What follows belongs to an exercise in optimizing a design on an open flow for small area and few clock cycles; a production flow would make more cautious choices. At most, simulation tests tie the RTL to the original design; equivalence was not proved. Only the layout flow was run in runs 2 to 5; the RTL was not checked for function there.

### flow/config.mk
export PLATFORM = sky130hd
export DESIGN_NAME = hid_key_report_to_ascii_typematic
export DESIGN_NICKNAME = hid_key_report_to_ascii_typematic
export VERILOG_FILES = /design/flow/design.v
export SDC_FILE = /design/flow/constraint.sdc
export NUM_CORES = 4
export LEC_CHECK = 0
export CAP_MARGIN = 20
export CORE_MARGIN = 2
export CORE_UTILIZATION = 40
export SLEW_MARGIN = 20
### flow/constraint.sdc
create_clock -name core_clock -period 10.0 [get_ports {clk_i}]
set_input_delay 2.0000 -clock core_clock [delete_from_list [all_inputs] [get_ports {clk_i}]]
set_output_delay 2.0000 -clock core_clock [all_outputs]
set_load 0.01 [all_outputs]
### flow/design.v
package hkt_pkg;
  localparam int unsigned CFG_IDX_W = 2;
  localparam logic [CFG_IDX_W-1:0] REG_NEWLINE_MODE = 2'd0;
  localparam logic [CFG_IDX_W-1:0] REG_FIRST_REPEAT = 2'd1;
  localparam logic [CFG_IDX_W-1:0] REG_NEXT_REPEAT  = 2'd2;
  localparam int unsigned IN_SLOTS = 6;
  localparam logic [7:0] KEY_CAPS_LOCK = 8'h39;
  localparam logic [7:0] KEY_NUM_LOCK  = 8'h53;
  localparam logic [7:0] CTRL_LO       = 8'h40;
  localparam logic [7:0] CTRL_HI       = 8'h5F;
  localparam logic [7:0] FIRST_RESET   = 8'd60;
  localparam logic [7:0] NEXT_RESET    = 8'd6;
  function automatic logic [7:0] plain_tab(logic [4:0] n);
    logic [7:0] c;
    case (n)
      5'd0: c = 8'h31;
      5'd1: c = 8'h32;
      5'd2: c = 8'h33;
      5'd3: c = 8'h34;
      5'd4: c = 8'h35;
      5'd5: c = 8'h36;
      5'd6: c = 8'h37;
      5'd7: c = 8'h38;
      5'd8: c = 8'h39;
      5'd9: c = 8'h30;
      5'd10: c = 8'h00;
      5'd11: c = 8'h00;
      5'd12: c = 8'h08;
      5'd13: c = 8'h00;
      5'd14: c = 8'h20;
      5'd15: c = 8'h2D;
      5'd16: c = 8'h3D;
      5'd17: c = 8'h5B;
      5'd18: c = 8'h5D;
      5'd19: c = 8'h5C;
      5'd20: c = 8'h60;
      5'd21: c = 8'h3B;
      5'd22: c = 8'h27;
      5'd23: c = 8'h60;
      5'd24: c = 8'h2C;
      5'd25: c = 8'h2E;
      5'd26: c = 8'h2F;
      default: c = 8'h00;
    endcase
    plain_tab = c;
  endfunction
  function automatic logic [7:0] shift_tab(logic [4:0] n);
    logic [7:0] c;
    case (n)
      5'd0: c = 8'h21;
      5'd1: c = 8'h40;
      5'd2: c = 8'h23;
      5'd3: c = 8'h24;
      5'd4: c = 8'h25;
      5'd5: c = 8'h5E;
      5'd6: c = 8'h26;
      5'd7: c = 8'h2A;
      5'd8: c = 8'h28;
      5'd9: c = 8'h29;
      5'd10: c = 8'h00;
      5'd11: c = 8'h00;
      5'd12: c = 8'h08;
      5'd13: c = 8'h00;
      5'd14: c = 8'h20;
      5'd15: c = 8'h5F;
      5'd16: c = 8'h2B;
      5'd17: c = 8'h7B;
      5'd18: c = 8'h7D;
      5'd19: c = 8'h7C;
      5'd20: c = 8'h7E;
      5'd21: c = 8'h3A;
      5'd22: c = 8'h22;
      5'd23: c = 8'h7E;
      5'd24: c = 8'h3C;
      5'd25: c = 8'h3E;
      5'd26: c = 8'h3F;
      default: c = 8'h00;
    endcase
    shift_tab = c;
  endfunction
  function automatic logic [7:0] arrow_tab(logic [4:0] n);
    logic [7:0] c;
    case (n)
      5'd0: c = 8'h43;
      5'd1: c = 8'h44;
      5'd2: c = 8'h42;
      5'd3: c = 8'h41;
      default: c = 8'h00;
    endcase
    arrow_tab = c;
  endfunction
  typedef struct packed {
    logic [1:0]      len;
    logic [2:0][7:0] b;
  } xlat_t;
  typedef struct packed {
    logic            new_caps;
    logic            new_num;
    logic            xlat;
    logic [7:0]      key;
    logic [1:0]      len;
    logic [2:0][7:0] b;
  } hkt_lane_t;
  function automatic xlat_t key_lookup(logic [7:0] key, logic up, logic nl);
    xlat_t      r;
    logic [7:0] c;
    logic [7:0] n;
    r = '0;
    c = '0;
    n = '0;
    if (key >= 8'h04 && key <= 8'h1D) begin
      r.len  = 2'd1;
      r.b[0] = (up ? 8'h41 : 8'h61) + (key - 8'h04);
    end else if (key == 8'h28) begin
      r.b[0] = 8'h0D;
      if (nl) begin
        r.b[1] = 8'h0A;
        r.len  = 2'd2;
      end else begin
        r.len = 2'd1;
      end
    end else if (key >= 8'h1E && key <= 8'h38) begin
      n = key - 8'h1E;
      c = up ? shift_tab(n[4:0]) : plain_tab(n[4:0]);
      if (c != 8'h00) begin
        r.len  = 2'd1;
        r.b[0] = c;
      end
    end else if (key >= 8'h3A && key <= 8'h45) begin
      n      = key - 8'h3A;
      r.len  = 2'd3;
      r.b[0] = 8'h1B;
      r.b[1] = 8'h5B;
      if (up) begin
        r.b[2] = (n < 8'd2) ? 8'h59 + n : 8'h61 + (n - 8'd2);
      end else begin
        r.b[2] = 8'h4D + n;
      end
    end else if (key >= 8'h4F && key <= 8'h52) begin
      n      = key - 8'h4F;
      r.len  = 2'd3;
      r.b[0] = 8'h1B;
      r.b[1] = 8'h5B;
      r.b[2] = arrow_tab({3'b000, n[1:0]});
    end else if (key == 8'h4C) begin
      r.len  = 2'd1;
      r.b[0] = 8'h7F;
    end else if (key == 8'h63) begin
      r.len  = 2'd1;
      r.b[0] = up ? 8'h2E : 8'h7F;
    end
    key_lookup = r;
  endfunction
endpackage
module hkt_lane (
  input  logic [7:0] key_i,
  input  logic       up_i,
  input  logic       ctrl_i,
  input  logic       nl_i,
  input  logic [1:0] idx_i,
  output logic [1:0] len_o,
  output logic [7:0] byte_o
);
  logic [7:0] plain, shifted, pb;
  logic       letter, punct, fkey, arrow, enter;
  logic [3:0] fn;
  assign letter = key_i[7:5] == 3'b000 && key_i >= 8'h04 && key_i <= 8'h1D;
  assign punct  = key_i >= 8'h1E && key_i <= 8'h38;
  assign fkey   = key_i >= 8'h3A && key_i <= 8'h45;
  assign arrow  = key_i >= 8'h4F && key_i <= 8'h52;
  assign enter  = key_i == 8'h28;
  assign fn     = 4'(key_i - 8'h3A);
  always_comb begin
    plain   = 8'hxx;
    shifted = 8'hxx;
    case (key_i[5:0])
      6'h1E: begin plain = 8'h31; shifted = 8'h21; end
      6'h1F: begin plain = 8'h32; shifted = 8'h40; end
      6'h20: begin plain = 8'h33; shifted = 8'h23; end
      6'h21: begin plain = 8'h34; shifted = 8'h24; end
      6'h22: begin plain = 8'h35; shifted = 8'h25; end
      6'h23: begin plain = 8'h36; shifted = 8'h5E; end
      6'h24: begin plain = 8'h37; shifted = 8'h26; end
      6'h25: begin plain = 8'h38; shifted = 8'h2A; end
      6'h26: begin plain = 8'h39; shifted = 8'h28; end
      6'h27: begin plain = 8'h30; shifted = 8'h29; end
      6'h2A: begin plain = 8'h08; shifted = 8'h08; end
      6'h2C: begin plain = 8'h20; shifted = 8'h20; end
      6'h2D: begin plain = 8'h2D; shifted = 8'h5F; end
      6'h2E: begin plain = 8'h3D; shifted = 8'h2B; end
      6'h2F: begin plain = 8'h5B; shifted = 8'h7B; end
      6'h30: begin plain = 8'h5D; shifted = 8'h7D; end
      6'h31: begin plain = 8'h5C; shifted = 8'h7C; end
      6'h32: begin plain = 8'h60; shifted = 8'h7E; end
      6'h33: begin plain = 8'h3B; shifted = 8'h3A; end
      6'h34: begin plain = 8'h27; shifted = 8'h22; end
      6'h35: begin plain = 8'h60; shifted = 8'h7E; end
      6'h36: begin plain = 8'h2C; shifted = 8'h3C; end
      6'h37: begin plain = 8'h2E; shifted = 8'h3E; end
      6'h38: begin plain = 8'h2F; shifted = 8'h3F; end
      default: ;
    endcase
    if (ctrl_i && (key_i[5:0] == 6'h1F || key_i[5:0] == 6'h23 || key_i[5:0] == 6'h2D))
      pb = {3'b000, shifted[4:0]};
    else
      pb = up_i ? shifted : plain;
  end
  always_comb begin
    byte_o = 8'hxx;
    len_o  = 2'd1;
    if (fkey || arrow) begin
      len_o = 2'd3;
      case (idx_i)
        2'd0: byte_o = 8'h1B;
        2'd1: byte_o = 8'h5B;
        default: begin
          if (arrow) begin
            case (key_i[1:0])
              2'b11: byte_o = 8'h43;
              2'b00: byte_o = 8'h44;
              2'b01: byte_o = 8'h42;
              default: byte_o = 8'h41;
            endcase
          end else if (up_i) begin
            byte_o = (fn < 4'd2) ? 8'h59 + {4'd0, fn} : 8'h5F + {4'd0, fn};
          end else begin
            byte_o = 8'h4D + {4'd0, fn};
          end
        end
      endcase
    end else if (enter) begin
      len_o  = nl_i ? 2'd2 : 2'd1;
      byte_o = idx_i[0] ? 8'h0A : 8'h0D;
    end else if (letter) begin
      byte_o = {ctrl_i ? 3'b000 : up_i ? 3'b010 : 3'b011, 5'(key_i[4:0] - 5'd3)};
    end else if (punct) begin
      byte_o = pb;
    end else begin
      byte_o = (up_i && key_i[5]) ? 8'h2E : 8'h7F;
    end
  end
endmodule
module hid_key_report_to_ascii_typematic #(
  parameter int unsigned KEY_SLOTS = 6
) (
  input  logic                      clk_i,
  input  logic                      rst_ni,
  input  logic                      cfg_we_i,
  input  logic [hkt_pkg::CFG_IDX_W-1:0] cfg_idx_i,
  input  logic [7:0]                cfg_data_i,
  input  logic                      in_valid_i,
  output logic                      in_ready_o,
  input  logic                      op_i,
  input  logic [7:0]                modifier_bits_i,
  input  logic [7:0]                key_slot_0_i,
  input  logic [7:0]                key_slot_1_i,
  input  logic [7:0]                key_slot_2_i,
  input  logic [7:0]                key_slot_3_i,
  input  logic [7:0]                key_slot_4_i,
  input  logic [7:0]                key_slot_5_i,
  output logic                      out_valid_o,
  input  logic                      out_ready_i,
  output logic [7:0]                out_char_o,
  output logic                      char_valid_o,
  output logic                      last_o,
  output logic                      caps_lock_led_o,
  output logic                      num_lock_led_o,
  output logic                      led_report_changed_o
);
  localparam int unsigned N = 6;
  logic            nl_q;
  logic [7:0]      first_q, next_q;
  logic [N-1:0][7:0] prev_q;
  logic            pshift_q, pctrl_q, caps_q, num_q;
  logic            hv_q;
  logic [2:0]      h_q;
  logic            hup_q, hctrl_q, hnl_q;
  logic [7:0]      rem_q;
  logic            job_v_q, ofire_q, chg_q, onl_q;
  logic [N-1:0]    pend_q, oup_q;
  logic [1:0]      bidx_q, fcnt_q;
  logic [N-1:0][7:0] slots;
  logic            shift, ctrl;
  logic [N-1:0][N-1:0] eq;
  logic [N-1:0]    seen, ncaps, nnum, xl, up, match, ev;
  logic            capsv, numv, changed;
  logic            hv0, present;
  logic [2:0]      h1;
  logic            ev_any, ev_xl;
  logic [2:0]      ev_last;
  logic            fire_c;
  logic            acc, acc_rep, acc_tick, acc_fire;
  logic            out_xfer, finishing, slot_free;
  logic [2:0]      cur, kidx;
  logic [7:0]      okey;
  logic            oup, octrl, onl;
  logic [1:0]      olen;
  logic [7:0]      obyte;
  logic            lane_end, pend_one;
  function automatic logic has_xlat(logic [7:0] k);
    has_xlat = (k >= 8'h04 && k <= 8'h38 && k != 8'h29 && k != 8'h2B)
            || (k >= 8'h3A && k <= 8'h45) || (k >= 8'h4F && k <= 8'h52)
            || k == 8'h4C || k == 8'h63;
  endfunction
  assign slots = {key_slot_5_i, key_slot_4_i, key_slot_3_i, key_slot_2_i, key_slot_1_i,
                  key_slot_0_i};
  assign shift = modifier_bits_i[1] | modifier_bits_i[5];
  assign ctrl  = modifier_bits_i[0] | modifier_bits_i[4];
  always_comb begin
    for (int i = 0; i < N; i++) begin
      for (int j = 0; j < N; j++) eq[i][j] = (slots[i] == prev_q[j]);
      seen[i]  = |eq[i];
      ncaps[i] = !seen[i] && slots[i] == hkt_pkg::KEY_CAPS_LOCK;
      nnum[i]  = !seen[i] && slots[i] == hkt_pkg::KEY_NUM_LOCK;
      xl[i]    = !seen[i] && has_xlat(slots[i]);
      match[i] = eq[i][h_q];
    end
    capsv = caps_q;
    numv  = num_q;
    for (int i = 0; i < N; i++) begin
      up[i] = (capsv && slots[i] >= 8'h04 && slots[i] <= 8'h1D) != shift;
      if (ncaps[i]) capsv = ~capsv;
      if (nnum[i]) numv = ~numv;
    end
    changed = |(ncaps | nnum);
    ev      = ncaps | nnum | xl;
    ev_any  = |ev;
    ev_last = 3'd0;
    ev_xl   = 1'b0;
    for (int i = 0; i < N; i++) begin
      if (ev[i]) begin
        ev_last = 3'(i);
        ev_xl   = xl[i];
      end
    end
    hv0     = hv_q && !((ctrl && !pctrl_q) || (shift && !pshift_q));
    present = |match;
    h1      = 3'd0;
    for (int i = N - 1; i >= 0; i--) begin
      if (match[i]) h1 = 3'(i);
    end
  end
  always_comb begin
    cur = 3'd0;
    for (int i = N - 1; i >= 0; i--) begin
      if (pend_q[i]) cur = 3'(i);
    end
  end
  assign kidx  = ofire_q ? h_q : cur;
  assign okey  = prev_q[kidx];
  assign oup   = ofire_q ? hup_q : oup_q[cur];
  assign octrl = ofire_q ? hctrl_q : pctrl_q;
  assign onl   = ofire_q ? hnl_q : onl_q;
  hkt_lane u_xlat (
    .key_i  (okey),
    .up_i   (oup),
    .ctrl_i (octrl),
    .nl_i   (onl),
    .idx_i  (bidx_q),
    .len_o  (olen),
    .byte_o (obyte)
  );
  assign lane_end     = (bidx_q == olen - 2'd1);
  assign pend_one     = (pend_q & (pend_q - 1'b1)) == '0;
  assign out_valid_o  = job_v_q;
  assign char_valid_o = ofire_q || (|pend_q);
  assign out_char_o   = char_valid_o ? obyte : 8'h00;
  assign last_o       = ofire_q ? lane_end : (pend_q == '0 || (pend_one && lane_end));
  assign caps_lock_led_o      = caps_q;
  assign num_lock_led_o       = num_q;
  assign led_report_changed_o = chg_q;
  assign fire_c    = hv_q && (rem_q <= 8'd1);
  assign out_xfer  = job_v_q && out_ready_i;
  assign finishing = out_xfer && last_o;
  assign slot_free = !job_v_q || finishing;
  assign in_ready_o = op_i ? (!fire_c || fcnt_q != 2'd3) : (slot_free && fcnt_q == 2'd0);
  assign acc       = in_valid_i && in_ready_o;
  assign acc_rep   = acc && !op_i;
  assign acc_tick  = acc && op_i;
  assign acc_fire  = acc_tick && fire_c;
  always_ff @(posedge clk_i or negedge rst_ni) begin
    if (!rst_ni) begin
      nl_q     <= 1'b1;
      first_q  <= hkt_pkg::FIRST_RESET;
      next_q   <= hkt_pkg::NEXT_RESET;
      for (int i = 0; i < N; i++) prev_q[i] <= 8'h00;
      pshift_q <= 1'b0;
      pctrl_q  <= 1'b0;
      caps_q   <= 1'b0;
      num_q    <= 1'b0;
      hv_q     <= 1'b0;
      h_q      <= 3'd0;
      rem_q    <= 8'h00;
      job_v_q  <= 1'b0;
      ofire_q  <= 1'b0;
      fcnt_q   <= 2'd0;
      bidx_q   <= 2'd0;
      pend_q   <= '0;
    end else begin
      if (cfg_we_i) begin
        unique case (cfg_idx_i)
          hkt_pkg::REG_NEWLINE_MODE: nl_q    <= cfg_data_i[0];
          hkt_pkg::REG_FIRST_REPEAT: first_q <= cfg_data_i;
          hkt_pkg::REG_NEXT_REPEAT:  next_q  <= cfg_data_i;
          default: ;
        endcase
      end
      if (acc_rep) begin
        prev_q   <= slots;
        pshift_q <= shift;
        pctrl_q  <= ctrl;
        caps_q   <= capsv;
        num_q    <= numv;
        if (ev_any) begin
          hv_q <= ev_xl;
          h_q  <= ev_last;
        end else begin
          hv_q <= hv0 && present;
          h_q  <= h1;
        end
        if (|xl) rem_q <= first_q;
      end
      if (acc_tick && hv_q) begin
        rem_q <= fire_c ? next_q : rem_q - 8'd1;
      end
      if (slot_free) begin
        bidx_q <= 2'd0;
        if (acc_rep) begin
          job_v_q <= 1'b1;
          ofire_q <= 1'b0;
          pend_q  <= xl;
        end else if (fcnt_q != 2'd0 || acc_fire) begin
          job_v_q <= 1'b1;
          ofire_q <= 1'b1;
          pend_q  <= '0;
          fcnt_q  <= fcnt_q - 2'd1 + {1'b0, acc_fire};
        end else begin
          job_v_q <= 1'b0;
        end
      end else begin
        fcnt_q <= fcnt_q + {1'b0, acc_fire};
        if (out_xfer) begin
          if (!ofire_q && lane_end) begin
            pend_q[cur] <= 1'b0;
            bidx_q      <= 2'd0;
          end else begin
            bidx_q <= bidx_q + 2'd1;
          end
        end
      end
    end
  end
  always_ff @(posedge clk_i) begin
    if (acc_rep) begin
      if (ev_any && ev_xl) begin
        hup_q   <= up[ev_last];
        hctrl_q <= ctrl;
        hnl_q   <= nl_q;
      end
      oup_q <= up;
      onl_q <= nl_q;
    end
    if (slot_free) chg_q <= acc_rep && changed;
  end
endmodule
### flow/run.sh
#!/bin/bash
# synth_recipe.tcl (not shown) runs the flow's synth.tcl, then flattens the netlist and writes it again
# the make line also repeats each setting of config.mk as NAME=value (left out here)
make -C /OpenROAD-flow-scripts/flow DESIGN_CONFIG=/design/flow/config.mk WORK_HOME=/design/flow/orfs CLKGATE_MAP_FILE= SYNTH_SCRIPT=/design/flow/synth_recipe.tcl finish
==> results.cfg, run 1 <==
[drt]
antenna_left = 0
dr.pass1.iters = 7
drcViolationCount = 0
wire_per_inst_um = 22.1
vias_per_cell = 6.16
routed_wl_mm = 42.6
vias = 11800
drtIter0Drc = 1068

[global_routing]
grt_max_degree = 79
grt_pass1_wl_mm = 66.1
gr-usage-all-layers_pct = 25.8
antenna_found_initial = 0
grt_pass1_vias = 11100
grt_overflow = 0

[cells_and_area]
areaGrowthSynthToFinish_pct = 8.15
nets = 1619
drive_above_1_share_pct = 9.04
antenna_cells = 0
fin_util_pct = 44.1
fill_cells = 3077
final_cell_count_no_fill = 1923

[timing]
fin_crit_sh_pct = 79.8
relSlewSlack_pct = 24.8
fmax_ghz = 0.125
slew_viol_final = 0
skew_ns = 0.00998
rsz0062_at_grt = false
tns_ns = 0
setup_viol = 0
worst_pin_slew_ns = 1.11
fin_crit_ns = 7.98
hold_viol = 0

[min_path]
hold_path.class = reg2reg

[yosys]
synth_commonest_cells = 177 x xor2_1, 137 x xnor2_1, 110 x nand2_1
synthArstFlopShare_pct = 89.4
synth_top_family_by_area = XOR/XNOR gates
synth_warnings = 2
ys_seq_area_share_pct = 21.3
muxShareOfSynthArea_pct = 8.34
avgSynthCellArea_um2 = 7.98
ys_seq_elements = 104
synthDistinctLibCells = 93
yosysTopAreaCell = dfrtp_1
synth_top_cell_area_share_pct = 17.2
synth_most_common_cell = xor2_1
synth_compound_area_share_pct = 17.0
synth_edf_count = 11
synth-xor-area-share_pct = 22.1
yosys.area_share.simple_pct = 20.9
synthCells = 1572
synth_adder_area_share_pct = 2.57
ys_dominant_reg_cell = dfrtp_1
synth_area_leaders = dfrtp_1 17%, xor2_1 12%, xnor2_1 9.6%
synth_fp_nets = 1669
netlist_area_mm2 = 0.0125

[floorplan]
die_area_mm2 = 0.0328
io_pins = 87
fp.dieH_um = 181
rows = 64
initial_core_util_pct = 40.8
fp.dieW_um = 181
core_area_mm2 = 0.0307

[worst_setup_path]
end_kind = output pin
start_kind = flip-flop
cpMaxStageDelayCell = o31ai_4
crit_path_cell_trace = or2_1 > o31ai_4 > mux2i_1 > mux2_2 > o22a_1 > clkinv_2 > ha_1 > o31ai_1 > o311ai_0 > a2bb2oi_1 > a21oi_2 > nand2_1 > o32ai_1 > clkdlybuf4s50_1
r2r-end = oup_q[3]
max_stage_delay_ns = 0.83
required_ns = 8.00
rr_startpoint = ofire_q
crit_end = out_char_o[5]
r2r_slack_ns = 3.92
arrival_ns = 5.98
reg2regPathDepth = 13
worstSetupPathType = reg2out
path_max_fanout = 18
crit_start = pend_q[1]

[clock_network]
clockRootBuffer = clkbuf_16
numCtsBuffers = 9
cts_resized = 0
cts-hold-fix-buffers = 0
postCtsSetupRepairBufs = 0
cts_buffer_depth = 2
clkLatencyLatePin_ns = 0.37
cts.clk_slew.worst_paths_ns = 0.08
htree_levels = 3
tritoncts = done
numClockSinks = 104

[placement]
gp_congestion = 0.993
dp_hpwl_mm = 29.8
dpl.cell_count = 1907
io_buffers = 81

[outcome]
outcome = no timing/DRC/antenna violations

[job]
drv_cap = 0
==> final cells by class <==
cell class                 instances  area, µm²  share of cell area (%)
tap                              396        495                    3.65
sequential                       104       2670                    19.7
clock buffer                       9        225                    1.66
multi-input combinational       1247       8920                    65.7
clock inverter                     7       63.8                   0.470
timing repair buffer             106        996                    7.34
inverter                          54        204                    1.50
==> flip-flops by register name (all words and copies together) (netlist names), 2 cells and up <==
signal,count
next_q,8
h_q,3
fcnt_q,2
first_q,8
bidx_q,2
pend_q,6
rem_q,8
oup_q,6
prev_q,48
==> stage by stage <==
stage	instance area [µm²]	setup slack (ns)	hold WS, ns
2_1_floorplan	12500	3.94	0.456
3_3_place_gp	13300	2.52	0.465
3_5_place_dp	13300	2.47	0.463
4_1_cts	13600	2.02	0.484
5_1_grt	13600	1.60	0.528
6_report	13600	2.02	0.481
==> metal layers <==
layer | GRT usage, % | wire length (µm)
met3 | 4.50 | 3480
met4 | 12.4 | 2210
met5 | 0 | 0
met2 | 39.6 | 18700
met1 | 35.0 | 18200
==> cells by family after synthesis <==
logic type,count (synthesis)
mux,93
compound gates,306
flops,104
fa+ha+maj,26
simple gates,506
other cells,1
buf+inv,221
xor+xnor,315
==> cells in the final DEF (no fill, tap or decap), types with 25 or more instances in the layout <==
cell type,instances
nand3_1,59
nor2_1,105
a21oi_1,66
o21ai_0,44
dfrtp_1,86
mux2_2,52
nor3_1,36
buf_4,26
clkdlybuf4s50_1,80
ha_1,25
inv_1,49
nand2_1,110
nor4_1,54
nand4_1,50
xnor2_1,137
xor2_1,177
mux2i_1,28
==> how the worst min path moves through the flow <==
| stage | slack [ns] | depth (start not counted) | from | endpoint |
|---|---|---|---|---|
| global route | 0.53 | 1 | num_q | num_q |
| detailed placement | 0.46 | 1 | num_q | num_q |
| global placement | 0.46 | 1 | num_q | num_q |
| floorplan | 0.46 | 2 | pshift_q | pshift_q |
| finish | 0.48 | 1 | num_q | num_q |
| CTS | 0.48 | 1 | num_q | num_q |
==> critical path: cells and delay by family, from the launching register on <==
kind / cells / cell delay [ns]
adders and majority gates: 1 / 0.22
muxes: 2 / 0.47
DFF: 1 / 0.45
AOI/OAI and AO/OA: 7 / 2.96
and+or+nand+nor: 2 / 0.61
buffers and inverters: 2 / 0.88
Testbench counts, summed over its fixed seeds: cycles 24,608.
==> run 2: changes to the inputs <==
--- a/flow/design.v
+++ b/flow/design.v
@@ -162,81 +162,22 @@
   output logic [7:0] byte_o
 );
-  logic [7:0] plain, shifted, pb;
-  logic       letter, punct, fkey, arrow, enter;
-  logic [3:0] fn;
-  assign letter = key_i[7:5] == 3'b000 && key_i >= 8'h04 && key_i <= 8'h1D;
-  assign punct  = key_i >= 8'h1E && key_i <= 8'h38;
-  assign fkey   = key_i >= 8'h3A && key_i <= 8'h45;
-  assign arrow  = key_i >= 8'h4F && key_i <= 8'h52;
-  assign enter  = key_i == 8'h28;
-  assign fn     = 4'(key_i - 8'h3A);
+  hkt_pkg::xlat_t sb;
+  hkt_pkg::xlat_t tb;
   always_comb begin
-    plain   = 8'hxx;
-    shifted = 8'hxx;
-    case (key_i[5:0])
-      6'h1E: begin plain = 8'h31; shifted = 8'h21; end
-      6'h1F: begin plain = 8'h32; shifted = 8'h40; end
-      6'h20: begin plain = 8'h33; shifted = 8'h23; end
-      6'h21: begin plain = 8'h34; shifted = 8'h24; end
-      6'h22: begin plain = 8'h35; shifted = 8'h25; end
-      6'h23: begin plain = 8'h36; shifted = 8'h5E; end
-      6'h24: begin plain = 8'h37; shifted = 8'h26; end
-      6'h25: begin plain = 8'h38; shifted = 8'h2A; end
-      6'h26: begin plain = 8'h39; shifted = 8'h28; end
-      6'h27: begin plain = 8'h30; shifted = 8'h29; end
-      6'h2A: begin plain = 8'h08; shifted = 8'h08; end
-      6'h2C: begin plain = 8'h20; shifted = 8'h20; end
-      6'h2D: begin plain = 8'h2D; shifted = 8'h5F; end
-      6'h2E: begin plain = 8'h3D; shifted = 8'h2B; end
-      6'h2F: begin plain = 8'h5B; shifted = 8'h7B; end
-      6'h30: begin plain = 8'h5D; shifted = 8'h7D; end
-      6'h31: begin plain = 8'h5C; shifted = 8'h7C; end
-      6'h32: begin plain = 8'h60; shifted = 8'h7E; end
-      6'h33: begin plain = 8'h3B; shifted = 8'h3A; end
-      6'h34: begin plain = 8'h27; shifted = 8'h22; end
-      6'h35: begin plain = 8'h60; shifted = 8'h7E; end
-      6'h36: begin plain = 8'h2C; shifted = 8'h3C; end
-      6'h37: begin plain = 8'h2E; shifted = 8'h3E; end
-      6'h38: begin plain = 8'h2F; shifted = 8'h3F; end
-      default: ;
-    endcase
-    if (ctrl_i && (key_i[5:0] == 6'h1F || key_i[5:0] == 6'h23 || key_i[5:0] == 6'h2D))
-      pb = {3'b000, shifted[4:0]};
-    else
-      pb = up_i ? shifted : plain;
-  end
-  always_comb begin
-    byte_o = 8'hxx;
-    len_o  = 2'd1;
-    if (fkey || arrow) begin
-      len_o = 2'd3;
-      case (idx_i)
-        2'd0: byte_o = 8'h1B;
-        2'd1: byte_o = 8'h5B;
-        default: begin
-          if (arrow) begin
-            case (key_i[1:0])
-              2'b11: byte_o = 8'h43;
-              2'b00: byte_o = 8'h44;
-              2'b01: byte_o = 8'h42;
-              default: byte_o = 8'h41;
-            endcase
-          end else if (up_i) begin
-            byte_o = (fn < 4'd2) ? 8'h59 + {4'd0, fn} : 8'h5F + {4'd0, fn};
-          end else begin
-            byte_o = 8'h4D + {4'd0, fn};
-          end
-        end
-      endcase
-    end else if (enter) begin
-      len_o  = nl_i ? 2'd2 : 2'd1;
-      byte_o = idx_i[0] ? 8'h0A : 8'h0D;
-    end else if (letter) begin
-      byte_o = {ctrl_i ? 3'b000 : up_i ? 3'b010 : 3'b011, 5'(key_i[4:0] - 5'd3)};
-    end else if (punct) begin
-      byte_o = pb;
+    sb = hkt_pkg::key_lookup(key_i, 1'b1, nl_i);
+    if (ctrl_i && sb.len == 2'd1 && sb.b[0] >= hkt_pkg::CTRL_LO && sb.b[0] <= hkt_pkg::CTRL_HI) begin
+      tb      = '0;
+      tb.len  = 2'd1;
+      tb.b[0] = sb.b[0] - hkt_pkg::CTRL_LO;
     end else begin
-      byte_o = (up_i && key_i[5]) ? 8'h2E : 8'h7F;
+      tb = hkt_pkg::key_lookup(key_i, up_i, nl_i);
     end
+    len_o  = tb.len;
+    case (idx_i)
+      2'd0: byte_o = tb.b[0];
+      2'd1: byte_o = tb.b[1];
+      2'd2: byte_o = tb.b[2];
+      default: byte_o = 8'h00;
+    endcase
   end
 endmodule
==> results.cfg, run 2 <==
[drt]
dr.pass1.iters = 5
vias = 13300
wire_per_inst_um = 22.5
drtIter0Drc = 1370
vias_per_cell = 6.13
drcViolationCount = 0
antenna_left = 0
routed_wl_mm = 48.7

[yosys]
synth_top_cell_area_share_pct = 15.5
synth_compound_area_share_pct = 18.6
synth_top_family_by_area = XOR/XNOR gates
synth_warnings = 2
synth_commonest_cells = 181 x xor2_1, 155 x nor2_1, 152 x xnor2_1
synthCells = 1737
avgSynthCellArea_um2 = 7.97
synth-xor-area-share_pct = 21.3
synth_most_common_cell = xor2_1
ys_dominant_reg_cell = dfrtp_1
synthDistinctLibCells = 101
synth_fp_nets = 1844
ys_seq_area_share_pct = 19.2
netlist_area_mm2 = 0.0139
synth_area_leaders = dfrtp_1 16%, xor2_1 11%, xnor2_1 9.6%
synth_edf_count = 11
yosysTopAreaCell = dfrtp_1
muxShareOfSynthArea_pct = 10.5
synthArstFlopShare_pct = 89.4
ys_seq_elements = 104
yosys.area_share.simple_pct = 20.4
synth_adder_area_share_pct = 3.16

[timing]
hold_viol = 0
fin_crit_sh_pct = 95.3
relSlewSlack_pct = 27.2
fin_crit_ns = 9.53
skew_ns = 0.0135
fin_hold_ws_ns = 0.474
fmax_ghz = 0.105
rsz0062_at_grt = false
setup_viol = 0
tns_ns = 0
slew_viol_final = 0
worst_pin_slew_ns = 1.08

[floorplan]
core_area_mm2 = 0.0343
rows = 68
initial_core_util_pct = 40.4
die_area_mm2 = 0.0361
io_pins = 87
fp.dieW_um = 190
fp.dieH_um = 190

[placement]
dpl.cell_count = 2146
io_buffers = 82
dp_hpwl_mm = 35.3
gp_congestion = 1.01

[cells_and_area]
seqCellArea_mm2 = 0.00267
fill_cells = 3431
antenna_cells = 0
areaGrowthSynthToFinish_pct = 9.47
final_cell_count_no_fill = 2162
largest_reg_flops = 48
largest_register = prev_q
drive_above_1_share_pct = 10.7
mostFrequentLayoutCells = 181 x xor2_1, 155 x nor2_1, 152 x xnor2_1, 111 x nand2_1, 86 x dfrtp_1
nets = 1809
multiInputGateArea_mm2 = 0.0103
layout_commonest_cell = xor2_1
fin_util_pct = 44.2

[clock_network]
clkLatencyLatePin_ns = 0.37
postCtsSetupRepairBufs = 0
tritoncts = done
htree_levels = 3
clockRootBuffer = clkbuf_16
numClockSinks = 104
cts_buffer_depth = 2
cts.clk_slew.worst_paths_ns = 0.08
numCtsBuffers = 9

[worst_setup_path]
end_kind = output pin
path_max_fanout = 13
required_ns = 8.00
arrival_ns = 7.53
cpMaxStageDelayCell = o41ai_4
crit_top_cell = buf_4
max_stage_delay_ns = 0.64
crit_path_cell_trace = or4_4 > o31ai_4 > nand2_2 > a21o_1 > and2_1 > buf_4 > inv_2 > ha_1 > inv_1 > o41ai_4 > o21a_1 > buf_4 > a22o_1 > ha_1 > inv_1 > or4_1 > o41a_1 > nor4b_2 > buf_4 > o21ai_1 > a21o_1 > a21oi_1 > a2bb2oi_1 > clkdlybuf4s50_1
worstSetupPathType = reg2out
start_kind = flip-flop

[global_routing]
gr-usage-all-layers_pct = 27.1
grt_overflow = 0
antenna_found_initial = 0
grt_pass1_vias = 12600
grt_pass1_wl_mm = 76.0
grt_max_degree = 65

[min_path]
hold_path.class = reg2reg

[outcome]
outcome = no timing/DRC/antenna violations

[job]
drv_cap = 0
## run 2: cell count changes after synthesis, moves of 13 or more
| cell | previous run | this run |
|---|---|---|
| xnor2_1 | 137 | 152 |
| a21boi_0 | 15 | 2 |
| o21ai_0 | 44 | 67 |
| clkbuf_1 | 79 | 132 |
| nand3_1 | 59 | 39 |
| mux2_4 | 0 | 43 |
| nor2_1 | 105 | 155 |
| buf_2 | 53 | 10 |
| mux2_2 | 52 | 28 |
## run 2: logic make-up after synthesis
group / count (synthesis)
AOI/OAI and AO/OA: 364
and+or+nand+nor: 559
xor gates and xnor gates: 335
adders and majority gates: 35
buffers and inverters: 223
muxes: 117
DFF: 104
## run 2: repair_timing
| item | CTS | global route |
|---|---|---|
| gates resized for setup | 0 | 2 |
| endpoints found under the setup margin | 0 | 5 |
| hold buffers | 0 | 0 |
## run 2: area by class of cell
cell class | count | area share (%)
Timing Repair Buffer | 132 | 7.87
Multi-Input combinational cell | 1410 | 67.7
Clock inverter | 7 | 0.487
Inverter | 45 | 1.13
Clock buffer | 9 | 1.49
Sequential cell | 104 | 17.6
Tap cell | 455 | 3.75
## run 2: path summary, 6_finish.rpt
path	from	end	slack [ns]	depth (start not counted)
worst max-delay path	pend_q[3]	in_ready_o	0.47	24
worst min-delay path	num_q	num_q	0.47	1
worst max register to register	pend_q[3]	prev_q[47]	2.08	24
worst min register to register	num_q	num_q	0.47	1
max in group asynchronous	rst_ni	pend_q[3]	7.21	2
min in group asynchronous	rst_ni	prev_q[16]	1.56	1
## run 2: critical path, delay by kind of cell (launching register included)
family	cells	cell delay [ns]
buffers and inverters	7	1.50
adder cells (fa/ha/maj)	2	0.51
flip-flops	1	0.48
AND/OR/NAND/NOR	5	1.75
AO/OA/AOI/OAI	10	2.93
## run 2: metrics by stage
step / instance area [µm²] / setup WS [ns]
2_1_floorplan: 13900 / 1.54
3_3_place_gp: 14900 / 0.716
3_5_place_dp: 14900 / 0.635
4_1_cts: 15200 / 0.233
5_1_grt: 15200 / 0.0227
6_report: 15200 / 0.466
## run 2: per-layer routing
metal  vias to the layer above  global-route usage, %  wire, µm
li1                       6141                      -         -
met1                      6401                   37.5     21500
met2                       573                   42.1     21400
met3                       140                   3.01      3410
met4                         0                   12.7      2420
met5                         -                      0         0
==> run 3: changes to the inputs <==
--- a/flow/design.v
+++ b/flow/design.v
@@ -162,22 +162,81 @@
   output logic [7:0] byte_o
 );
-  hkt_pkg::xlat_t sb;
-  hkt_pkg::xlat_t tb;
+  logic [7:0] plain, shifted, pb;
+  logic       letter, punct, fkey, arrow, enter;
+  logic [3:0] fn;
+  assign letter = key_i[7:5] == 3'b000 && key_i >= 8'h04 && key_i <= 8'h1D;
+  assign punct  = key_i >= 8'h1E && key_i <= 8'h38;
+  assign fkey   = key_i >= 8'h3A && key_i <= 8'h45;
+  assign arrow  = key_i >= 8'h4F && key_i <= 8'h52;
+  assign enter  = key_i == 8'h28;
+  assign fn     = 4'(key_i - 8'h3A);
   always_comb begin
-    sb = hkt_pkg::key_lookup(key_i, 1'b1, nl_i);
-    if (ctrl_i && sb.len == 2'd1 && sb.b[0] >= hkt_pkg::CTRL_LO && sb.b[0] <= hkt_pkg::CTRL_HI) begin
-      tb      = '0;
-      tb.len  = 2'd1;
-      tb.b[0] = sb.b[0] - hkt_pkg::CTRL_LO;
+    plain   = 8'hxx;
+    shifted = 8'hxx;
+    case (key_i[5:0])
+      6'h1E: begin plain = 8'h31; shifted = 8'h21; end
+      6'h1F: begin plain = 8'h32; shifted = 8'h40; end
+      6'h20: begin plain = 8'h33; shifted = 8'h23; end
+      6'h21: begin plain = 8'h34; shifted = 8'h24; end
+      6'h22: begin plain = 8'h35; shifted = 8'h25; end
+      6'h23: begin plain = 8'h36; shifted = 8'h5E; end
+      6'h24: begin plain = 8'h37; shifted = 8'h26; end
+      6'h25: begin plain = 8'h38; shifted = 8'h2A; end
+      6'h26: begin plain = 8'h39; shifted = 8'h28; end
+      6'h27: begin plain = 8'h30; shifted = 8'h29; end
+      6'h2A: begin plain = 8'h08; shifted = 8'h08; end
+      6'h2C: begin plain = 8'h20; shifted = 8'h20; end
+      6'h2D: begin plain = 8'h2D; shifted = 8'h5F; end
+      6'h2E: begin plain = 8'h3D; shifted = 8'h2B; end
+      6'h2F: begin plain = 8'h5B; shifted = 8'h7B; end
+      6'h30: begin plain = 8'h5D; shifted = 8'h7D; end
+      6'h31: begin plain = 8'h5C; shifted = 8'h7C; end
+      6'h32: begin plain = 8'h60; shifted = 8'h7E; end
+      6'h33: begin plain = 8'h3B; shifted = 8'h3A; end
+      6'h34: begin plain = 8'h27; shifted = 8'h22; end
+      6'h35: begin plain = 8'h60; shifted = 8'h7E; end
+      6'h36: begin plain = 8'h2C; shifted = 8'h3C; end
+      6'h37: begin plain = 8'h2E; shifted = 8'h3E; end
+      6'h38: begin plain = 8'h2F; shifted = 8'h3F; end
+      default: ;
+    endcase
+    if (ctrl_i && (key_i[5:0] == 6'h1F || key_i[5:0] == 6'h23 || key_i[5:0] == 6'h2D))
+      pb = {3'b000, shifted[4:0]};
+    else
+      pb = up_i ? shifted : plain;
+  end
+  always_comb begin
+    byte_o = 8'hxx;
+    len_o  = 2'd1;
+    if (fkey || arrow) begin
+      len_o = 2'd3;
+      case (idx_i)
+        2'd0: byte_o = 8'h1B;
+        2'd1: byte_o = 8'h5B;
+        default: begin
+          if (arrow) begin
+            case (key_i[1:0])
+              2'b11: byte_o = 8'h43;
+              2'b00: byte_o = 8'h44;
+              2'b01: byte_o = 8'h42;
+              default: byte_o = 8'h41;
+            endcase
+          end else if (up_i) begin
+            byte_o = (fn < 4'd2) ? 8'h59 + {4'd0, fn} : 8'h5F + {4'd0, fn};
+          end else begin
+            byte_o = 8'h4D + {4'd0, fn};
+          end
+        end
+      endcase
+    end else if (enter) begin
+      len_o  = nl_i ? 2'd2 : 2'd1;
+      byte_o = idx_i[0] ? 8'h0A : 8'h0D;
+    end else if (letter) begin
+      byte_o = {ctrl_i ? 3'b000 : up_i ? 3'b010 : 3'b011, 5'(key_i[4:0] - 5'd3)};
+    end else if (punct) begin
+      byte_o = pb;
     end else begin
-      tb = hkt_pkg::key_lookup(key_i, up_i, nl_i);
+      byte_o = (up_i && key_i[5]) ? 8'h2E : 8'h7F;
     end
-    len_o  = tb.len;
-    case (idx_i)
-      2'd0: byte_o = tb.b[0];
-      2'd1: byte_o = tb.b[1];
-      2'd2: byte_o = tb.b[2];
-      default: byte_o = 8'h00;
-    endcase
   end
 endmodule
@@ -220,8 +279,14 @@
   logic            job_v_q, ofire_q, chg_q, onl_q;
   logic [N-1:0]    pend_q, oup_q;
-  logic [1:0]      bidx_q, fcnt_q;
+  logic [1:0]      bidx_q;
   logic [N-1:0][7:0] slots;
   logic            shift, ctrl;
   logic [N-1:0][N-1:0] eq;
+  logic [N-1:0]    diag, cand, todo, row, col;
+  logic [2:0]      s;
+  logic            more, sseen;
+  logic [7:0]      skey, hkey;
+  logic            pvalid_q;
+  logic [N-1:0]    done_q, seen_q;
   logic [N-1:0]    seen, ncaps, nnum, xl, up, match, ev;
   logic            capsv, numv, changed;
@@ -244,4 +309,7 @@
             || k == 8'h4C || k == 8'h63;
   endfunction
+  function automatic logic interesting(logic [7:0] k);
+    interesting = has_xlat(k) || k == hkt_pkg::KEY_CAPS_LOCK || k == hkt_pkg::KEY_NUM_LOCK;
+  endfunction
   assign slots = {key_slot_5_i, key_slot_4_i, key_slot_3_i, key_slot_2_i, key_slot_1_i,
                   key_slot_0_i};
@@ -250,10 +318,26 @@
   always_comb begin
     for (int i = 0; i < N; i++) begin
-      for (int j = 0; j < N; j++) eq[i][j] = (slots[i] == prev_q[j]);
-      seen[i]  = |eq[i];
+      diag[i] = pvalid_q && (slots[i] == prev_q[i]);
+      cand[i] = !diag[i] && interesting(slots[i]);
+    end
+    todo = cand & ~done_q;
+    s    = 3'd0;
+    for (int i = N - 1; i >= 0; i--) begin
+      if (todo[i]) s = 3'(i);
+    end
+    more = |(todo & ~(N'(1) << s));
+    skey = slots[s];
+    hkey = prev_q[h_q];
+    for (int j = 0; j < N; j++) begin
+      row[j] = skey == prev_q[j];
+      col[j] = slots[j] == hkey;
+    end
+    sseen = pvalid_q && (|row);
+    for (int i = 0; i < N; i++) begin
+      seen[i]  = !cand[i] || (done_q[i] ? seen_q[i] : sseen);
       ncaps[i] = !seen[i] && slots[i] == hkt_pkg::KEY_CAPS_LOCK;
       nnum[i]  = !seen[i] && slots[i] == hkt_pkg::KEY_NUM_LOCK;
       xl[i]    = !seen[i] && has_xlat(slots[i]);
-      match[i] = eq[i][h_q];
+      match[i] = col[i];
     end
     capsv = caps_q;
@@ -315,5 +399,5 @@
   assign finishing = out_xfer && last_o;
   assign slot_free = !job_v_q || finishing;
-  assign in_ready_o = op_i ? (!fire_c || fcnt_q != 2'd3) : (slot_free && fcnt_q == 2'd0);
+  assign in_ready_o = op_i ? (!fire_c || slot_free) : (slot_free && !more);
   assign acc       = in_valid_i && in_ready_o;
   assign acc_rep   = acc && !op_i;
@@ -325,5 +409,6 @@
       first_q  <= hkt_pkg::FIRST_RESET;
       next_q   <= hkt_pkg::NEXT_RESET;
-      for (int i = 0; i < N; i++) prev_q[i] <= 8'h00;
+      pvalid_q <= 1'b0;
+      done_q   <= '0;
       pshift_q <= 1'b0;
       pctrl_q  <= 1'b0;
@@ -331,11 +416,5 @@
       num_q    <= 1'b0;
       hv_q     <= 1'b0;
-      h_q      <= 3'd0;
-      rem_q    <= 8'h00;
       job_v_q  <= 1'b0;
-      ofire_q  <= 1'b0;
-      fcnt_q   <= 2'd0;
-      bidx_q   <= 2'd0;
-      pend_q   <= '0;
     end else begin
       if (cfg_we_i) begin
@@ -347,51 +426,23 @@
         endcase
       end
+      if (in_valid_i && !op_i && !acc_rep) done_q <= done_q | (N'(1) << s);
+      else                                 done_q <= '0;
       if (acc_rep) begin
-        prev_q   <= slots;
+        pvalid_q <= 1'b1;
         pshift_q <= shift;
         pctrl_q  <= ctrl;
         caps_q   <= capsv;
         num_q    <= numv;
-        if (ev_any) begin
-          hv_q <= ev_xl;
-          h_q  <= ev_last;
-        end else begin
-          hv_q <= hv0 && present;
-          h_q  <= h1;
-        end
-        if (|xl) rem_q <= first_q;
-      end
-      if (acc_tick && hv_q) begin
-        rem_q <= fire_c ? next_q : rem_q - 8'd1;
-      end
-      if (slot_free) begin
-        bidx_q <= 2'd0;
-        if (acc_rep) begin
-          job_v_q <= 1'b1;
-          ofire_q <= 1'b0;
-          pend_q  <= xl;
-        end else if (fcnt_q != 2'd0 || acc_fire) begin
-          job_v_q <= 1'b1;
-          ofire_q <= 1'b1;
-          pend_q  <= '0;
-          fcnt_q  <= fcnt_q - 2'd1 + {1'b0, acc_fire};
-        end else begin
-          job_v_q <= 1'b0;
-        end
-      end else begin
-        fcnt_q <= fcnt_q + {1'b0, acc_fire};
-        if (out_xfer) begin
-          if (!ofire_q && lane_end) begin
-            pend_q[cur] <= 1'b0;
-            bidx_q      <= 2'd0;
-          end else begin
-            bidx_q <= bidx_q + 2'd1;
-          end
-        end
+        hv_q     <= ev_any ? ev_xl : (hv0 && present);
       end
+      if (slot_free) job_v_q <= acc_rep || acc_fire;
     end
   end
   always_ff @(posedge clk_i) begin
+    if (in_valid_i && !op_i && !acc_rep) seen_q[s] <= sseen;
     if (acc_rep) begin
+      prev_q <= slots;
+      h_q    <= ev_any ? ev_last : h1;
+      if (|xl) rem_q <= first_q;
       if (ev_any && ev_xl) begin
         hup_q   <= up[ev_last];
@@ -402,5 +453,18 @@
       onl_q <= nl_q;
     end
-    if (slot_free) chg_q <= acc_rep && changed;
+    if (acc_tick && hv_q) rem_q <= fire_c ? next_q : rem_q - 8'd1;
+    if (slot_free) begin
+      bidx_q  <= 2'd0;
+      ofire_q <= !acc_rep;
+      pend_q  <= acc_rep ? xl : '0;
+      chg_q   <= acc_rep && changed;
+    end else if (out_xfer) begin
+      if (!ofire_q && lane_end) begin
+        pend_q[cur] <= 1'b0;
+        bidx_q      <= 2'd0;
+      end else begin
+        bidx_q <= bidx_q + 2'd1;
+      end
+    end
   end
 endmodule
==> results.cfg, run 3 <==
[job]
drv_cap = 0

[clock_network]
cts.clk_slew.worst_paths_ns = 0.06
clockRootBuffer = clkbuf_16
numClockSinks = 115
numCtsBuffers = 17
tritoncts = done
cts_resized = 0
cts_buffer_depth = 2
cts-hold-fix-buffers = 0
postCtsSetupRepairBufs = 0
clkLatencyLatePin_ns = 0.43
htree_levels = 4

[timing]
rsz0062_at_grt = false
setup_viol = 0
fin_hold_ws_ns = 0.483
fin_crit_ns = 8.97
hold_viol = 0
fmax_ghz = 0.111
fin_crit_sh_pct = 89.7
relSlewSlack_pct = 24.3
worst_pin_slew_ns = 1.14
tns_ns = 0
fin_ws_ns = 1.03
skew_ns = 0.0133
slew_viol_final = 0

[worst_setup_path]
crit_top_cell = nor2_1
crit_buf_inv = 4
end_kind = output pin
cp_top_family = compound AO/OA/AOI/OAI gates
start_kind = flip-flop
path_max_fanout = 9
worstSetupPathType = reg2out
crit_path_cell_trace = nor2_1 > o21ai_0 > o21ai_1 > mux2_2 > o21ai_0 > o22a_1 > clkinv_1 > buf_4 > ha_1 > nand4_1 > a21oi_1 > nor2b_1 > buf_4 > nor2_1 > a2111oi_0 > nor2_1 > nor3_1 > a21oi_1 > nor2_1 > a211oi_1 > clkdlybuf4s50_1
required_ns = 8.00
arrival_ns = 6.97
max_stage_delay_ns = 0.81
cpMaxStageDelayCell = o21ai_1

[cells_and_area]
drive_above_1_share_pct = 13.4
largest_register = prev_q
mostFrequentLayoutCells = 141 x xnor2_1, 125 x nor2_1, 118 x nand2_1, 87 x o21ai_0, 83 x edfxtp_1
final_cell_count_no_fill = 1867
layout_commonest_cell = xnor2_1
finish.instance_area_mm2 = 0.0139
nets = 1563
fin_util_pct = 46.8
areaGrowthSynthToFinish_pct = 15.4
largest_reg_flops = 48

[floorplan]
rows = 63
io_pins = 87
die_area_mm2 = 0.0315
fp.dieH_um = 177
fp.dieW_um = 177
initial_core_util_pct = 40.6
core_area_mm2 = 0.0296

[yosys]
netlist_area_mm2 = 0.0120
synth_fp_nets = 1495
synth_area_leaders = edfxtp_1 21%, xnor2_1 10%, dfrtp_1 4.8%
ys_seq_elements = 115
avgSynthCellArea_um2 = 8.62
synth_edf_count = 83
ys_seq_area_share_pct = 27.4
yosysTopAreaCell = edfxtp_1
synthCells = 1395
synth_top_cell_area_share_pct = 20.7
ys_dominant_reg_cell = edfxtp_1
synth_warnings = 2
synthDistinctLibCells = 116
synth_commonest_cells = 141 x xnor2_1, 125 x nor2_1, 118 x nand2_1
synthArstFlopShare_pct = 26.1
synth_most_common_cell = xnor2_1

[drt]
met2RoutedLength_mm = 18.8
vias = 11500
dr.pass1.iters = 7
vias_per_cell = 6.16
drtIter0Drc = 1184
highest-signal-layer = met4
wire_per_inst_um = 22.8
m1WireLength_mm = 18.8
wl_met3_mm = 3.61
antenna_left = 0
routed_wl_mm = 42.6
drcViolationCount = 0

[global_routing]
grt_overflow = 0
grt_pass1_wl_mm = 64.9
grt_pass1_vias = 10800
antenna_found_initial = 0
grt_max_degree = 34
gr-usage-all-layers_pct = 27.1

[placement]
io_buffers = 81
gp_congestion = 0.943
dpl.cell_count = 1834
place_ws_ns = 1.03
place_area_mm2 = 0.0133
dp_hpwl_mm = 31.6

[min_path]
hold_path.class = reg2reg

[outcome]
outcome = no timing/DRC/antenna violations
## run 3: per-layer routing
| metal | vias up | GRT usage, % |
|---|---|---|
| met1 | 5580 | 38.0 |
| met3 | 75 | 4.67 |
| met2 | 520 | 41.4 |
| li1 | 5330 | - |
| met5 | - | 0 |
| met4 | 0 | 10.6 |
## run 3: kinds of logic after synthesis
kind of cell | count (synthesis) | synth area share [%]
adders and majority gates | 29 | 3.00
muxes | 87 | 9.21
AOI/OAI and AO/OA | 368 | 21.2
other | 1 | 0.0312
and+or+nand+nor | 477 | 20.6
DFF | 115 | 27.4
buffers and inverters | 142 | 5.50
xor gates and xnor gates | 176 | 13.0
## run 3: path summary, 6_finish.rpt
check                           from             to  cells past startpoint  slack (ns)
max in group asynchronous     rst_ni           nl_q                      2        7.70
min in group asynchronous     rst_ni     first_q[1]                      2        1.97
setup reg to reg           pend_q[0]           hv_q                     23        2.42
hold reg to reg                num_q          num_q                      1        0.48
setup / recovery           pend_q[0]  out_char_o[2]                     21        1.03
hold / removal                 num_q          num_q                      1        0.48
## run 3: layout make-up
class                   instances  area, µm²
diodes                          1       2.50
fillers                      2927      15800
clock inverters                15        133
flip-flops and latches        115       3290
multi-input cells            1138       8100
repair buffers                136       1220
clock buffers                  17        425
inverters                      55        211
well taps                     390        488
==> run 4: changes to the inputs <==
--- a/flow/config.mk
+++ b/flow/config.mk
@@ -8,4 +8,6 @@
 export CAP_MARGIN = 20
 export CORE_MARGIN = 2
-export CORE_UTILIZATION = 40
+export CORE_UTILIZATION = 65
+export CTS_BUF_LIST = sky130_fd_sc_hd__clkbuf_8
+export PLACE_DENSITY = 0.75
 export SLEW_MARGIN = 20
==> results.cfg, run 4 <==
[outcome]
outcome = no timing/DRC/antenna violations

[floorplan]
rows = 49
fp.dieH_um = 140
fp.dieW_um = 140
initial_core_util_pct = 66.5
io_pins = 87
die_area_mm2 = 0.0196
core_area_mm2 = 0.0181

[clock_network]
htree_levels = 4
clkLatencyLatePin_ns = 0.46
clockRootBuffer = clkbuf_8
numClockSinks = 115
postCtsSetupRepairBufs = 0
tritoncts = done
cts-hold-fix-buffers = 0
cts.clk_slew.worst_paths_ns = 0.09
numCtsBuffers = 17
cts_resized = 0
cts_buffer_depth = 2

[worst_setup_path]
cp_top_family = compound AO/OA/AOI/OAI gates
r2r-end = prev_q[17]
max_stage_delay_ns = 0.73
crit_buf_inv = 3
arrival_ns = 7.11
cpMaxStageDelayCell = nor2b_1
start_kind = flip-flop
end_kind = output pin
path_max_fanout = 20
worstSetupPathType = reg2out
crit_path_cell_trace = o21bai_1 > a21oi_1 > mux2i_2 > buf_4 > mux2_2 > o22ai_2 > clkinv_1 > nand2_1 > nor3_1 > o21ai_0 > a21oi_1 > nor2b_1 > o22ai_1 > a211oi_1 > a31oi_1 > o21ai_0 > a21oi_1 > a211o_1 > a21oi_1 > nor3_1 > clkdlybuf4s50_1
reg2regPathDepth = 20
rr_startpoint = pend_q[2]
crit_top_cell = a21oi_1
r2r_slack_ns = 2.71
required_ns = 8.00

[drt]
drtIter0Drc = 1698
dr.pass1.iters = 17
vias_per_cell = 6.97
drcViolationCount = 0
vias = 11800
antenna_left = 0
wire_per_inst_um = 23.2
routed_wl_mm = 39.3

[min_path]
min_delay_path_depth = 1
hp-start = num_q
hold_path.class = reg2reg
whs_endpoint = num_q

[global_routing]
grt_pass1_wl_mm = 61.2
grt_pass1_vias = 10900
top_usage_layer = met2
gr-usage-all-layers_pct = 40.1
antenna_found_initial = 0
grtUsageMet3_pct = 10.4
met2_usage_pct = 61.3
grt_max_degree = 37
grt_overflow = 0
grt_util_met1_pct = 55.3

[yosys]
synth-xor-area-share_pct = 13.0
synth_area_leaders = edfxtp_1 21%, xnor2_1 10%, dfrtp_1 4.8%
synthDistinctLibCells = 116
yosys.area_share.simple_pct = 20.6
muxShareOfSynthArea_pct = 9.21
synth_fp_nets = 1495
synth_top_cell_area_share_pct = 20.7
synth_top_family_by_area = compound AO/OA/AOI/OAI gates
ys_seq_elements = 115
synthCells = 1395
netlist_area_mm2 = 0.0120
synth_commonest_cells = 141 x xnor2_1, 125 x nor2_1, 118 x nand2_1
synth_adder_area_share_pct = 3.00
synth_edf_count = 83
avgSynthCellArea_um2 = 8.62
ys_seq_area_share_pct = 27.4
synth_compound_area_share_pct = 21.2
synth_warnings = 2
ys_dominant_reg_cell = edfxtp_1
synthArstFlopShare_pct = 26.1
yosysTopAreaCell = edfxtp_1
synth_most_common_cell = xnor2_1

[timing]
worst_pin_slew_ns = 1.11
fmax_ghz = 0.110
fin_crit_sh_pct = 91.1
setup_viol = 0
relSlewSlack_pct = 25.7
slew_viol_final = 0
rsz0062_at_grt = false
skew_ns = 0.0124
fin_ws_ns = 0.887
fin_crit_ns = 9.11
tns_ns = 0
hold_viol = 0

[cells_and_area]
drive_above_1_share_pct = 12.8
layout_commonest_cell = xnor2_1
areaGrowthSynthToFinish_pct = 11.7
antenna_cells = 0
mostFrequentLayoutCells = 141 x xnor2_1, 125 x nor2_1, 118 x nand2_1, 86 x o21ai_0, 83 x edfxtp_1
seqCellArea_mm2 = 0.00329
nets = 1553
multiInputGateArea_mm2 = 0.00809
largest_register = prev_q
finish.instance_area_mm2 = 0.0134
largest_reg_flops = 48
fill_cells = 1398

[placement]
place_area_mm2 = 0.0130
io_buffers = 81
place_ws_ns = 0.827
dp_hpwl_mm = 29.0
gp_congestion = 1.05

[job]
drv_cap = 0
==> run 4: cell counts after synthesis <==
No cell type changed its count.
==> run 4: worst max path at each step <==
stage / startpoint / endpoint / depth (start not counted)
2_1_floorplan: key_slot_3_i[6] / hup_q / 23
3_3_place_gp: key_slot_4_i[1] / hup_q / 23
3_5_place_dp: key_slot_4_i[1] / hup_q / 23
4_1_cts: pend_q[2] / out_char_o[0] / 21
5_1_grt: pend_q[4] / out_char_o[0] / 22
6_report: pend_q[2] / out_char_o[0] / 21
==> run 4: per-stage QoR <==
stage                     utilization [%]  hold WS [ns]  cells
final                                74.3         0.493   1695
after global routing                 74.3         0.514   1695
after CTS                            74.2         0.498   1694
after detailed placement             72.0         0.476   1662
after global placement               72.0         0.458   1662
after floorplan                         -         0.450   1395
==> run 4: cell type report <==
class	count	area share [%]
Clock buffer	17	1.74
Tap cell	229	2.13
Multi-Input combinational cell	1138	60.2
Timing Repair Buffer	126	8.64
Inverter	55	1.57
Clock inverter	15	1.17
Sequential cell	115	24.5
==> run 4: worst register-to-register path, stage by stage (launching register included) <==
cell	delay (ns)
edfxtp_1	0.51
o21bai_1	0.21
a21oi_1	0.64
mux2i_2	0.15
buf_4	0.27
mux2_2	0.35
o22ai_2	0.46
clkinv_1	0.63
nor2_1	0.40
nand3_1	0.16
a211oi_2	0.58
o21bai_1	0.45
mux2i_1	0.16
a21o_1	0.24
a21bo_2	0.20
o21a_1	0.26
clkinv_1	0.21
nand3b_1	0.10
buf_4	0.21
inv_2	0.46
buf_12	0.30
==> run 4: logic make-up after synthesis <==
family / count (synthesis)
buf+inv: 142
xor+xnor: 176
fa+ha+maj: 29
mux: 87
compound gates: 368
other cells: 1
flops: 115
simple gates: 477
==> run 4: metal layers <==
layer | vias up | share of wire (%)
met5 | - | 0
met4 | 0 | 3.9
met3 | 131 | 14
met2 | 820 | 44
met1 | 5558 | 38
li1 | 5313 | -
==> run 5: changes to the inputs <==
--- a/flow/design.v
+++ b/flow/design.v
@@ -288,5 +288,7 @@
   logic [7:0]      skey, hkey;
   logic            pvalid_q;
-  logic [N-1:0]    done_q, seen_q;
+  logic            scan_q;
+  logic [N-1:0]    done;
+  logic            scan;
   logic [N-1:0]    seen, ncaps, nnum, xl, up, match, ev;
   logic            capsv, numv, changed;
@@ -321,5 +323,6 @@
       cand[i] = !diag[i] && interesting(slots[i]);
     end
-    todo = cand & ~done_q;
+    done = scan_q ? oup_q : '0;
+    todo = cand & ~done;
     s    = 3'd0;
     for (int i = N - 1; i >= 0; i--) begin
@@ -335,5 +338,5 @@
     sseen = pvalid_q && (|row);
     for (int i = 0; i < N; i++) begin
-      seen[i]  = !cand[i] || (done_q[i] ? seen_q[i] : sseen);
+      seen[i]  = !cand[i] || (done[i] ? pend_q[i] : sseen);
       ncaps[i] = !seen[i] && slots[i] == hkt_pkg::KEY_CAPS_LOCK;
       nnum[i]  = !seen[i] && slots[i] == hkt_pkg::KEY_NUM_LOCK;
@@ -404,4 +407,5 @@
   assign acc_tick  = acc && op_i;
   assign acc_fire  = acc_tick && fire_c;
+  assign scan      = in_valid_i && !op_i && !job_v_q && more;
   always_ff @(posedge clk_i or negedge rst_ni) begin
     if (!rst_ni) begin
@@ -410,5 +414,5 @@
       next_q   <= hkt_pkg::NEXT_RESET;
       pvalid_q <= 1'b0;
-      done_q   <= '0;
+      scan_q   <= 1'b0;
       pshift_q <= 1'b0;
       pctrl_q  <= 1'b0;
@@ -426,6 +430,5 @@
         endcase
       end
-      if (in_valid_i && !op_i && !acc_rep) done_q <= done_q | (N'(1) << s);
-      else                                 done_q <= '0;
+      scan_q <= scan;
       if (acc_rep) begin
         pvalid_q <= 1'b1;
@@ -440,5 +443,4 @@
   end
   always_ff @(posedge clk_i) begin
-    if (in_valid_i && !op_i && !acc_rep) seen_q[s] <= sseen;
     if (acc_rep) begin
       prev_q <= slots;
@@ -450,9 +452,12 @@
         hnl_q   <= nl_q;
       end
-      oup_q <= up;
       onl_q <= nl_q;
     end
+    if (acc_rep) oup_q <= up;
     if (acc_tick && hv_q) rem_q <= fire_c ? next_q : rem_q - 8'd1;
-    if (slot_free) begin
+    if (scan) begin
+      oup_q     <= done | (N'(1) << s);
+      pend_q[s] <= sseen;
+    end else if (slot_free) begin
       bidx_q  <= 2'd0;
       ofire_q <= !acc_rep;
==> flow/flow/run.sh (new file) <==
#!/bin/bash
# The standard layout (the standard.sh, standard synthesis included), with the port
# buffers that global placement inserts made the smallest buffer cell instead of
# the default choice. Every input and output port still gets its own buffer.
set -euo pipefail
export BUFFER_PORTS_ARGS="-buffer_cell sky130_fd_sc_hd__buf_1"
bash standard.sh > standard.log 2>&1
==> flow/standard.sh (new file) <==
#!/bin/bash
# synth_recipe.tcl (not shown) runs the flow's synth.tcl, then flattens the netlist and writes it again
# the make line also repeats each setting of config.mk as NAME=value (left out here)
make -C /OpenROAD-flow-scripts/flow DESIGN_CONFIG=/design/flow/config.mk WORK_HOME=/design/flow/orfs CLKGATE_MAP_FILE= SYNTH_SCRIPT=/design/flow/synth_recipe.tcl "${@:-finish}"
--- a/flow/config.mk
+++ b/flow/config.mk
@@ -8,6 +8,4 @@
 export CAP_MARGIN = 20
 export CORE_MARGIN = 2
-export CORE_UTILIZATION = 65
-export CTS_BUF_LIST = sky130_fd_sc_hd__clkbuf_8
-export PLACE_DENSITY = 0.75
+export CORE_UTILIZATION = 40
 export SLEW_MARGIN = 20
removed: flow/run.sh
==> results.cfg, run 5 <==
[timing]
relSlewSlack_pct = 20.7
tns_ns = 0
fin_crit_ns = 9.28
fin_ws_ns = 0.721
fmax_ghz = 0.108
fin_crit_sh_pct = 92.8
setup_viol = 0
worst_pin_slew_ns = 1.19
rsz0062_at_grt = false
skew_ns = 0.0145
slew_viol_final = 0
hold_viol = 0

[worst_setup_path]
worstSetupPathType = in2out
arrival_ns = 7.28
required_ns = 8.00
start_kind = input pin
end_kind = output pin

[floorplan]
core_area_mm2 = 0.0285
initial_core_util_pct = 40.3
io_pins = 87
die_area_mm2 = 0.0301
rows = 62

[global_routing]
grt_pass1_wl_mm = 59.9
grt_max_degree = 36
antenna_found_initial = 0
gr-usage-all-layers_pct = 25.6

[clock_network]
numClockSinks = 104
postCtsSetupRepairBufs = 0
cts.clk_slew.worst_paths_ns = 0.08
cts_resized = 0
numCtsBuffers = 9
cts_buffer_depth = 2
cts-hold-fix-buffers = 0
clockRootBuffer = clkbuf_16
tritoncts = done

[drt]
wire_per_inst_um = 22.3
vias = 10900
drtIter0Drc = 1313
vias_per_cell = 6.23
antenna_left = 0

[cells_and_area]
largest_reg_flops = 48
layout_commonest_cell = nand2_1
drive_above_1_share_pct = 10.5
areaGrowthSynthToFinish_pct = 7.10
antenna_cells = 0

[yosys]
ys_dominant_reg_cell = edfxtp_1
yosysTopAreaCell = edfxtp_1
avgSynthCellArea_um2 = 8.54
synth_edf_count = 79
synth_top_cell_area_share_pct = 20.6
netlist_area_mm2 = 0.0115
synth_fp_nets = 1449
synthArstFlopShare_pct = 24.0
synth_most_common_cell = nand2_1
synthDistinctLibCells = 118
ys_seq_elements = 104

[outcome]
outcome = no timing/DRC/antenna violations

[job]
drv_cap = 0

[placement]
place_ws_ns = 0.800
io_buffers = 81
dp_hpwl_mm = 29.7

[min_path]
hold_path.class = reg2reg
run 5: changes by cell type after synthesis, moves of 10 or more:
cell      change
o21ai_0      -22
xnor2_1      -14
or4_1        +12
o211ai_1     +18
a21oi_1      -12
clkbuf_1     +10
nand2_1      +18
nor2_1       -43
and3_1       +11
run 5: metal layers:
metal	vias to the layer above	part of all wire [%]	global-route usage, %	wire length, µm
li1	5061	-	-	-
met1	5283	44	36.0	17100
met2	473	44	39.8	17300
met3	92	7.7	3.29	3000
met4	0	4.1	10.5	1610
met5	-	0	0	0
run 5: cell type report:
cell class / count / area [µm²]
Inverter: 51 / 194
Timing Repair Buffer: 102 / 474
Sequential cell: 104 / 3010
Multi-Input combinational cell: 1095 / 7850
Fill cell: 2960 / 16200
Tap cell: 384 / 480
Clock inverter: 7 / 91.3
Clock buffer: 9 / 225
run 5: logic make-up after synthesis:
logic type	after synthesis	share of synthesized area, %
buffers and inverters	149	5.96
muxes	79	8.62
and+or+nand+nor	489	22.7
adders and majority gates	29	3.22
other	1	0.0326
xor gates and xnor gates	156	12.3
DFF	104	26.1
AOI/OAI and AO/OA	341	21.1
run 5: through the flow:
step           cell area, µm²  hold slack, ns  util, %  std cells
6_report                12300           0.490     43.2       1752
5_1_grt                 12300           0.515     43.2       1752
4_1_cts                 12300           0.498     43.1       1751
3_5_place_dp            12000           0.481     42.0       1735
3_3_place_gp            12000           0.463     42.0       1735
2_1_floorplan           11500           0.473        -       1348
run 5: path summary, 6_finish.rpt:
| kind | startpoint | endpoint | slack (ns) | cells after the start |
|---|---|---|---|---|
| worst max-delay path | key_slot_0_i[0] | in_ready_o | 0.72 | 17 |
| worst min-delay path | num_q | num_q | 0.49 | 1 |
| worst max register to register | pend_q[1] | oup_q[5] | 2.50 | 21 |
| worst min register to register | num_q | num_q | 0.49 | 1 |
| max in group asynchronous | rst_ni | nl_q | 8.08 | 2 |
| min in group asynchronous | rst_ni | job_v_q | 1.62 | 2 |
run 5: worst max-delay path: stages:
cell and delay (ns):
buf_1 0.48, nand2_1 0.26, or4_1 0.54, a311oi_2 0.32, nor3b_2 0.20, nor2_1 0.20
or2_1 0.50, and2_4 0.48, ha_1 0.25, ha_1 0.15, nand2b_1 0.15, nor3_1 0.07
a2111oi_0 0.92, buf_4 0.26, nor2_1 0.04, a21oi_1 0.25, buf_1 0.19

==> port drivers added, routing unchanged <==
The flow's constraints put no driver on any port. The routed layouts listed below were extracted and timed again, unchanged, in two steps. Step 1 sets driving cells, clkbuf_16 on the clock port and buf_2 on the other inputs (assumed; they add their load-dependent delay and slew). Step 2, shift: input delay + t, output delay - t, t = (earliest + latest rising clock arrival at the registers) / 2. This alone moves slack from input paths to output paths. Slacks: ideal / step 1 / step 2; pairs: ideal / step 1.
run	t, ns	setup slack, ns	worst setup path at the end	pins driven straight from the clock port
run 1	0.418	2.018 / 1.968 / 2.386	register to output	1
run 2	0.419	0.466 / 0.415 / 0.834	register to output	1
run 3	0.477	1.030 / 0.977 / 0.963	input to register	1
run 4	0.501	0.887 / 0.844 / 0.518	input to register	1
run 5	0.426	0.721 / 0.698 / 0.698	input to output	1
After both steps setup and hold are still met in every run listed. The setup slack of run 4, which loses most, moves by -0.043 ns with the drivers and by -0.369 ns with both steps.
